What follows belongs to an exercise in optimizing a design on an open flow for small area, a short achievable clock period and few clock cycles per item; a production flow would make more cautious choices. The RTL was checked by simulation tests, not by an equivalence proof against the original design. Power is estimated from default activity; no workload was simulated.

Setup of P:
==> flow/design.v <==
package egbr_pkg;
    localparam int BUFFER_WORDS_DEF     = 3;
    localparam int MAX_PREFIX_ZEROS_DEF = 15;
    localparam int QUEUE_DEPTH          = 2;
    localparam int QPTR_W               = $clog2(QUEUE_DEPTH);
    localparam int QCNT_W               = $clog2(QUEUE_DEPTH + 1);
    localparam int MAX_COUNT            = 32;
    localparam logic [2:0] KIND_LOAD = 3'd0;
    localparam logic [2:0] KIND_GET  = 3'd1;
    localparam logic [2:0] KIND_SHOW = 3'd2;
    localparam logic [2:0] KIND_UE   = 3'd3;
    localparam logic [2:0] KIND_SE   = 3'd4;
    localparam logic [1:0] ST_OK    = 2'd0;
    localparam logic [1:0] ST_UNDER = 2'd1;
    localparam logic [1:0] ST_LONG  = 2'd2;
    localparam logic [1:0] ST_FULL  = 2'd3;
    typedef enum logic [2:0] {
        OP_NONE,
        OP_LOAD,
        OP_GET,
        OP_SHOW,
        OP_UE,
        OP_SE
    } t_op;
    typedef struct packed {
        logic [2:0]  kind;
        logic [31:0] stream_word;
        logic [5:0]  bit_count;
    } t_in_word;
    typedef struct packed {
        logic signed [32:0] value;
        logic [1:0]         status;
        logic [6:0]         bits_available;
    } t_out_word;
    typedef struct packed {
        t_op         op;
        logic [31:0] stream_word;
        logic [5:0]  count;
    } t_op_word;
    localparam int OP_WORD_W = 3 + 32 + 6;
    typedef struct packed {
        logic     valid;
        t_op_word entry;
    } t_q_head;
endpackage
module exp_golomb_bit_reader_top
#(
    parameter int BUFFER_WORDS     = egbr_pkg::BUFFER_WORDS_DEF,
    parameter int MAX_PREFIX_ZEROS = egbr_pkg::MAX_PREFIX_ZEROS_DEF
) (
    input  logic      i_clk,
    input  logic      i_rst_n,
    input  logic        i_in_valid,
    input  logic [40:0] i_in_word,     
    output logic        o_in_stall,
    output logic        o_out_valid,
    output logic [41:0] o_out_word,    
    input  logic        i_out_stall
);
    localparam logic [1:0] M_ZERO = 2'd0;
    localparam logic [1:0] M_RAW  = 2'd1;
    localparam logic [1:0] M_UE   = 2'd2;
    localparam logic [1:0] M_SE   = 2'd3;
    logic [31:0] r_w0, r_w1, r_w2;
    logic [2:0]  r_rsel;         
    logic [4:0]  r_ofs;          
    logic [1:0]  r_nw;           
    logic        r_mid_valid;
    logic [31:0] r_part;         
    logic [2:0]  r_rsh;          
    logic [1:0]  r_mode;
    logic [1:0]  r_status;
    logic        r_out_valid;
    logic [41:0] r_out;
    logic [2:0]  kind;
    logic [31:0] data;
    logic [5:0]  count;
    assign kind  = i_in_word[40:38];
    assign data  = i_in_word[37:6];
    assign count = i_in_word[5] ? 6'd32 : i_in_word[5:0];
    logic is_load, is_get, is_rd, is_ue, is_exp;
    assign is_load = (kind == egbr_pkg::KIND_LOAD);
    assign is_get  = (kind == egbr_pkg::KIND_GET);
    assign is_rd   = (kind == egbr_pkg::KIND_GET) || (kind == egbr_pkg::KIND_SHOW);
    assign is_ue   = (kind == egbr_pkg::KIND_UE);
    assign is_exp  = (kind == egbr_pkg::KIND_UE) || (kind == egbr_pkg::KIND_SE);
    logic stall, take;
    assign stall      = r_mid_valid && r_out_valid && i_out_stall;
    assign take       = i_in_valid && !stall;
    assign o_in_stall = stall;
    logic [31:0] first, second;
    assign first  = ({32{r_rsel[0]}} & r_w0) | ({32{r_rsel[1]}} & r_w1) | ({32{r_rsel[2]}} & r_w2);
    assign second = ({32{r_rsel[0]}} & r_w1) | ({32{r_rsel[1]}} & r_w2) | ({32{r_rsel[2]}} & r_w0);
    logic [62:0] a0;
    logic [46:0] a1;
    logic [38:0] a2;
    logic [34:0] a3;
    logic [32:0] a4;
    logic [31:0] top32;
    assign a0    = {first, second[31:1]};
    assign a1    = r_ofs[4] ? a0[46:0] : a0[62:16];
    assign a2    = r_ofs[3] ? a1[38:0] : a1[46:8];
    assign a3    = r_ofs[2] ? a2[34:0] : a2[38:4];
    assign a4    = r_ofs[1] ? a3[32:0] : a3[34:2];
    assign top32 = r_ofs[0] ? a4[31:0] : a4[32:1];
    logic [15:0] top16;
    assign top16 = top32[31:16];
    logic [15:0] first_one;
    logic        long_code;
    always_comb begin
        for (int k = 0; k < 16; k++)
            first_one[k] = top16[15-k] && ((top16 & ~(16'hFFFF >> k)) == 16'd0);
    end
    assign long_code = (top16 == 16'd0);
    logic [6:0] exp_pick;
    always_comb begin
        logic [5:0] s;
        exp_pick = '0;
        for (int k = 0; k < 16; k++) begin
            s = {1'b0, r_ofs} + 6'(2*k + 1);
            exp_pick = exp_pick | ({7{first_one[k]}} & {s[5] && (s[4:0] != 5'd0), s[5], s[4:0]});
        end
    end
    logic       exp_over, exp_wrap;
    logic [4:0] exp_ofs;
    assign {exp_over, exp_wrap, exp_ofs} = exp_pick;
    logic [4:0] zeros;
    always_comb begin
        zeros = 5'd16;
        for (int i = 0; i < 16; i++) begin
            if (top16[i]) zeros = 5'(15 - i);
        end
    end
    logic [5:0] sum_rd;
    logic       rd_wrap, rd_over;
    assign sum_rd  = {1'b0, r_ofs} + count;
    assign rd_wrap = sum_rd[5];
    assign rd_over = sum_rd[5] && (sum_rd[4:0] != 5'd0);
    logic held16;
    assign held16 = r_nw[1] || (r_nw[0] && (r_ofs <= 5'd16));
    logic [1:0] status;
    logic [1:0] mode;
    logic       consume;
    logic       wrap;
    logic       load_ok;
    always_comb begin
        status  = egbr_pkg::ST_OK;
        mode    = M_ZERO;
        consume = 1'b0;
        load_ok = 1'b0;
        wrap    = 1'b0;
        if (is_load) begin
            if (r_nw == 2'd3) status = egbr_pkg::ST_FULL;
            else              load_ok = 1'b1;
        end else if (is_rd) begin
            if ((r_nw == 2'd0 && count != 6'd0) || (r_nw == 2'd1 && rd_over)) begin
                status = egbr_pkg::ST_UNDER;
            end else begin
                mode    = (count == 6'd0) ? M_ZERO : M_RAW;
                consume = is_get;
                wrap    = rd_wrap;
            end
        end else if (is_exp) begin
            if (long_code) begin
                status = held16 ? egbr_pkg::ST_LONG : egbr_pkg::ST_UNDER;
            end else if (r_nw == 2'd0 || (r_nw == 2'd1 && exp_over)) begin
                status = egbr_pkg::ST_UNDER;
            end else begin
                mode    = is_ue ? M_UE : M_SE;
                consume = 1'b1;
                wrap    = exp_wrap;
            end
        end
    end
    logic [4:0] ofs_next;
    assign ofs_next = is_exp ? exp_ofs : sum_rd[4:0];
    logic [4:0]  rsh;
    logic [31:0] p1, part;
    assign rsh  = is_exp ? {~zeros[3:0], 1'b1} : 5'(6'd32 - count);
    assign p1   = rsh[4] ? {16'b0, top32[31:16]} : top32;
    assign part = rsh[3] ? {8'b0, p1[31:8]} : p1;
    logic [2:0] wsel;
    always_comb begin
        unique case (r_nw)
            2'd0:    wsel = r_rsel;
            2'd1:    wsel = {r_rsel[1:0], r_rsel[2]};
            default: wsel = {r_rsel[0], r_rsel[2:1]};
        endcase
    end
    always_ff @(posedge i_clk) begin
        if (!i_rst_n) begin
            r_rsel <= 3'b001;
            r_ofs  <= '0;
            r_nw   <= '0;
        end else if (take) begin
            if (consume) r_ofs <= ofs_next;
            if (consume && wrap) r_rsel <= {r_rsel[1:0], r_rsel[2]};
            if (load_ok)               r_nw <= r_nw + 2'd1;
            else if (consume && wrap)  r_nw <= r_nw - 2'd1;
        end
    end
    always_ff @(posedge i_clk) begin
        if (take && load_ok && wsel[0]) r_w0 <= data;
    end
    always_ff @(posedge i_clk) begin
        if (take && load_ok && wsel[1]) r_w1 <= data;
    end
    always_ff @(posedge i_clk) begin
        if (take && load_ok && wsel[2]) r_w2 <= data;
    end
    always_ff @(posedge i_clk) begin
        if (!i_rst_n)    r_mid_valid <= 1'b0;
        else if (!stall) r_mid_valid <= i_in_valid;
    end
    always_ff @(posedge i_clk) begin
        if (take) begin
            r_part   <= part;
            r_rsh    <= rsh[2:0];
            r_mode   <= mode;
            r_status <= status;
        end
    end
    logic [31:0] q1, q2, code;
    assign q1   = r_rsh[2] ? {4'b0, r_part[31:4]} : r_part;
    assign q2   = r_rsh[1] ? {2'b0, q1[31:2]} : q1;
    assign code = r_rsh[0] ? {1'b0, q2[31:1]} : q2;
    logic [15:0] any_below;
    logic [15:0] any_above0;
    assign any_below[0]  = 1'b0;
    assign any_above0[0] = 1'b0;
    for (genvar i = 1; i < 16; i++) begin : g_or
        egbr_or #(.W(i)) u_below (.i_x(code[i-1:0]), .o_y(any_below[i]));
        egbr_or #(.W(i)) u_above (.i_x(code[i:1]),   .o_y(any_above0[i]));
    end
    logic [32:0] value;
    always_comb begin
        unique case (r_mode)
            M_ZERO:  value = '0;
            M_RAW:   value = {1'b0, code};
            M_UE:    value = {17'b0, code[15:0] ^ ~any_below};
            default: begin
                for (int i = 0; i < 15; i++) value[i] = code[i+1] ^ (code[0] && any_above0[i]);
                value[32:15] = {18{code[0] && any_above0[15]}};
            end
        endcase
    end
    logic adv;
    assign adv = !(r_out_valid && i_out_stall);
    always_ff @(posedge i_clk) begin
        if (!i_rst_n)  r_out_valid <= 1'b0;
        else if (adv)  r_out_valid <= r_mid_valid;
    end
    always_ff @(posedge i_clk) begin
        if (adv && r_mid_valid) r_out <= {value, r_status, 7'({r_nw, 5'b0}) - 7'(r_ofs)};
    end
    assign o_out_valid = r_out_valid;
    assign o_out_word  = r_out;
endmodule
module egbr_or #(parameter int W = 1) (
    input  logic [W-1:0] i_x,
    output logic         o_y
);
    assign o_y = |i_x;
endmodule
clock: 5.0 ns
lec_check: 0
abc_area: 1
cap_margin: 20
core_margin: 2
core_utilization: 45
cts_buf_list: sky130_fd_sc_hd__clkbuf_4 sky130_fd_sc_hd__clkbuf_8
place_density: 0.65
setup_slack_margin: 1.2
slew_margin: 20
synth_hierarchical: 1
synth_minimum_keep_size: 0
run.sh (not shown) runs the stock make flow with config.mk's settings and CLKGATE_MAP_FILE= SYNTH_SCRIPT=/design/flow/synth_recipe.tcl, a recipe that flattens the netlist after the stock synthesis.
Testbench counts of P, summed over its fixed seeds: cycles 12,016, items 12,000.
The inputs of Q differ from those of P as listed below.
--- a/flow/design.v
+++ b/flow/design.v
@@ -65,13 +65,11 @@
     logic [2:0]  r_rsel;         
     logic [4:0]  r_ofs;          
     logic [1:0]  r_nw;           
-    logic        r_mid_valid;
+    logic        r_out_valid;
     logic [31:0] r_part;         
     logic [2:0]  r_rsh;          
     logic [1:0]  r_mode;
     logic [1:0]  r_status;
-    logic        r_out_valid;
-    logic [41:0] r_out;
     logic [2:0]  kind;
     logic [31:0] data;
     logic [5:0]  count;
@@ -85,7 +83,7 @@
     assign is_ue   = (kind == egbr_pkg::KIND_UE);
     assign is_exp  = (kind == egbr_pkg::KIND_UE) || (kind == egbr_pkg::KIND_SE);
     logic stall, take;
-    assign stall      = r_mid_valid && r_out_valid && i_out_stall;
+    assign stall      = r_out_valid && i_out_stall;
     assign take       = i_in_valid && !stall;
     assign o_in_stall = stall;
     logic [31:0] first, second;
@@ -209,8 +207,8 @@
         if (take && load_ok && wsel[2]) r_w2 <= data;
     end
     always_ff @(posedge i_clk) begin
-        if (!i_rst_n)    r_mid_valid <= 1'b0;
-        else if (!stall) r_mid_valid <= i_in_valid;
+        if (!i_rst_n)    r_out_valid <= 1'b0;
+        else if (!stall) r_out_valid <= i_in_valid;
     end
     always_ff @(posedge i_clk) begin
         if (take) begin
@@ -244,17 +242,8 @@
             end
         endcase
     end
-    logic adv;
-    assign adv = !(r_out_valid && i_out_stall);
-    always_ff @(posedge i_clk) begin
-        if (!i_rst_n)  r_out_valid <= 1'b0;
-        else if (adv)  r_out_valid <= r_mid_valid;
-    end
-    always_ff @(posedge i_clk) begin
-        if (adv && r_mid_valid) r_out <= {value, r_status, 7'({r_nw, 5'b0}) - 7'(r_ofs)};
-    end
     assign o_out_valid = r_out_valid;
-    assign o_out_word  = r_out;
+    assign o_out_word  = {value, r_status, 7'({r_nw, 5'b0}) - 7'(r_ofs)};
 endmodule
 module egbr_or #(parameter int W = 1) (
     input  logic [W-1:0] i_x,
--- outcome ---
- [Q] critical path buffer and inverter count rose 4 relative to P
- Area fraction in and, or, nand and nor cells after synthesis was higher in the run labelled Q.
- The number of nets in the synthesized netlist of Q is higher than that of P.
- On combinational power share: between P and Q, it ends up lower for P.
- [compare] base=P new=Q: post-synthesis sequential area ratio now sits lower, number of distinct library cells after synthesis now sits higher, post-layout instance count excluding filler cells climbed 42.
Testbench counts of Q, summed over its fixed seeds: cycles 12,008, items 12,000.

exp_golomb_bit_reader_top, a different RTL version from the one above (not shown whole).
For scale: about 190 flip-flops, about 89 I/O pins.
==> flow/config.mk <==
export PLATFORM = sky130hd
export DESIGN_NAME = exp_golomb_bit_reader_top
export DESIGN_NICKNAME = exp_golomb_bit_reader_top
export VERILOG_FILES = /design/flow/design.v
export SDC_FILE = /design/flow/constraint.sdc
export NUM_CORES = 4
export LEC_CHECK = 0
export ABC_AREA = 1
export CAP_MARGIN = 20
export CORE_MARGIN = 2
export CORE_UTILIZATION = 40
export CTS_BUF_LIST = sky130_fd_sc_hd__clkbuf_8
export PLACE_DENSITY = 0.55
export SETUP_SLACK_MARGIN = 1.5
export SLEW_MARGIN = 20
==> flow/constraint.sdc <==
create_clock -name core_clock -period 5.0 [get_ports {i_clk}]
set_input_delay 1.0000 -clock core_clock [delete_from_list [all_inputs] [get_ports {i_clk}]]
set_output_delay 1.0000 -clock core_clock [all_outputs]
set_load 0.01 [all_outputs]
standard.sh (not shown) runs the stock make flow with config.mk's settings and CLKGATE_MAP_FILE= SYNTH_SCRIPT=/design/flow/synth_recipe.tcl, a recipe that flattens the netlist after the stock synthesis.
==> flow/flow/run.sh <==
#!/bin/bash
set -euo pipefail
export BUFFER_PORTS_ARGS="-buffer_cell sky130_fd_sc_hd__buf_2"
bash standard.sh > flow_make.log 2>&1
Testbench counts at the start, summed over its fixed seeds: cycles 12,016, items 12,000.
==> next run, changes <==
--- a/flow/design.v
+++ b/flow/design.v
@@ -120,24 +120,22 @@
         for (int k = 0; k < 16; k++) begin
             s  = {1'b0, r_ofs} + 6'(2*k + 1);
             ok = (r_nw != 2'd0) && !(r_nw == 2'd1 && s[5] && (s[4:0] != 5'd0));
             exp_pick = exp_pick | ({7{first_one[k]}} & {ok, ok && s[5], s[4:0]});
         end
     end
     logic       exp_ok, exp_wrap;
     logic [4:0] exp_ofs;
     assign {exp_ok, exp_wrap, exp_ofs} = exp_pick;
-    logic [4:0] zeros;
-    always_comb begin
-        zeros = 5'd16;
-        for (int i = 0; i < 16; i++) begin
-            if (top16[i]) zeros = 5'(15 - i);
-        end
+    logic [3:0] zeros;
+    always_comb begin
+        zeros = '0;
+        for (int k = 0; k < 16; k++) zeros = zeros | ({4{first_one[k]}} & 4'(k));
     end
     logic [5:0] sum_rd;
     logic       rd_wrap, rd_over;
     assign sum_rd  = {1'b0, r_ofs} + count;
     assign rd_wrap = sum_rd[5];
     assign rd_over = sum_rd[5] && (sum_rd[4:0] != 5'd0);
     logic held16;
     assign held16 = r_nw[1] || (r_nw[0] && (r_ofs <= 5'd16));
     logic rd_ok;
@@ -163,19 +161,19 @@
             else              mode   = is_ue ? M_UE : M_SE;
         end
     end
     assign consume = is_exp ? exp_ok : (is_get && rd_ok);
     assign wrap    = is_exp ? exp_wrap : (is_get && rd_ok && rd_wrap);
     logic [4:0] ofs_next;
     assign ofs_next = is_exp ? exp_ofs : sum_rd[4:0];
     logic [4:0]  rsh;
     logic [31:0] p1, part;
-    assign rsh  = is_exp ? {~zeros[3:0], 1'b1} : 5'(6'd32 - count);
+    assign rsh  = is_exp ? {~zeros, 1'b1} : 5'(6'd32 - count);
     assign p1   = rsh[4] ? {16'b0, top32[31:16]} : top32;
     assign part = rsh[3] ? {8'b0, p1[31:8]} : p1;
     logic [2:0] wsel;
     always_comb begin
         unique case (r_nw)
             2'd0:    wsel = r_rsel;
             2'd1:    wsel = {r_rsel[1:0], r_rsel[2]};
             default: wsel = {r_rsel[0], r_rsel[2:1]};
         endcase
Result:
- setup slack is better by 28 ps
- worst hold slack gets better by 15 ps
- count of clock-buffer cells in the layout stays the same
- utilization grows by 2.8 points
- first-iteration DRC count went up by a few percent
- global-route usage increases by 0.65 points
- area after synthesis is lower slightly
- cell area increases by a few percent
- power rises by a few percent
- wire length rose by a little under a tenth
Testbench counts after the change, summed over its fixed seeds: cycles 12,016, items 12,000.

-- what the ideal ports hide --
The results above use ideal ports. As a check the final layouts listed here were re-extracted and re-timed, cells and wires unchanged.
Step 1: set_driving_cell puts a clkbuf_16 on i_clk and a buf_2 on each other input, an assumption about the parent block.
Step 2 moves the port delays by t, midway between the first and last clock arrival at a register: inputs arrive t later, outputs are due t later. That takes back most of the time a late clock gives input paths.
a / b / c = ideal ports / drivers / drivers and shift; a / b = the first two.
run | shift t [ns] | setup WS [ns] | worst slew at a driven data input, ns
P | 0.556 | 1.381 / 1.402 / 0.846 | 0.04
Q | 0.506 | 0.937 / 0.888 / 0.972 | 0.04
the first run of note 2 | 0.555 | 1.613 / 1.632 / 1.089 | 0.05
the second run of note 2 | 0.565 | 1.641 / 1.641 / 1.289 | 0.04
After both steps setup and hold are still met in every run listed. The setup slack of P, which loses most, moves by +0.021 ns with the drivers and by -0.535 ns with both steps.
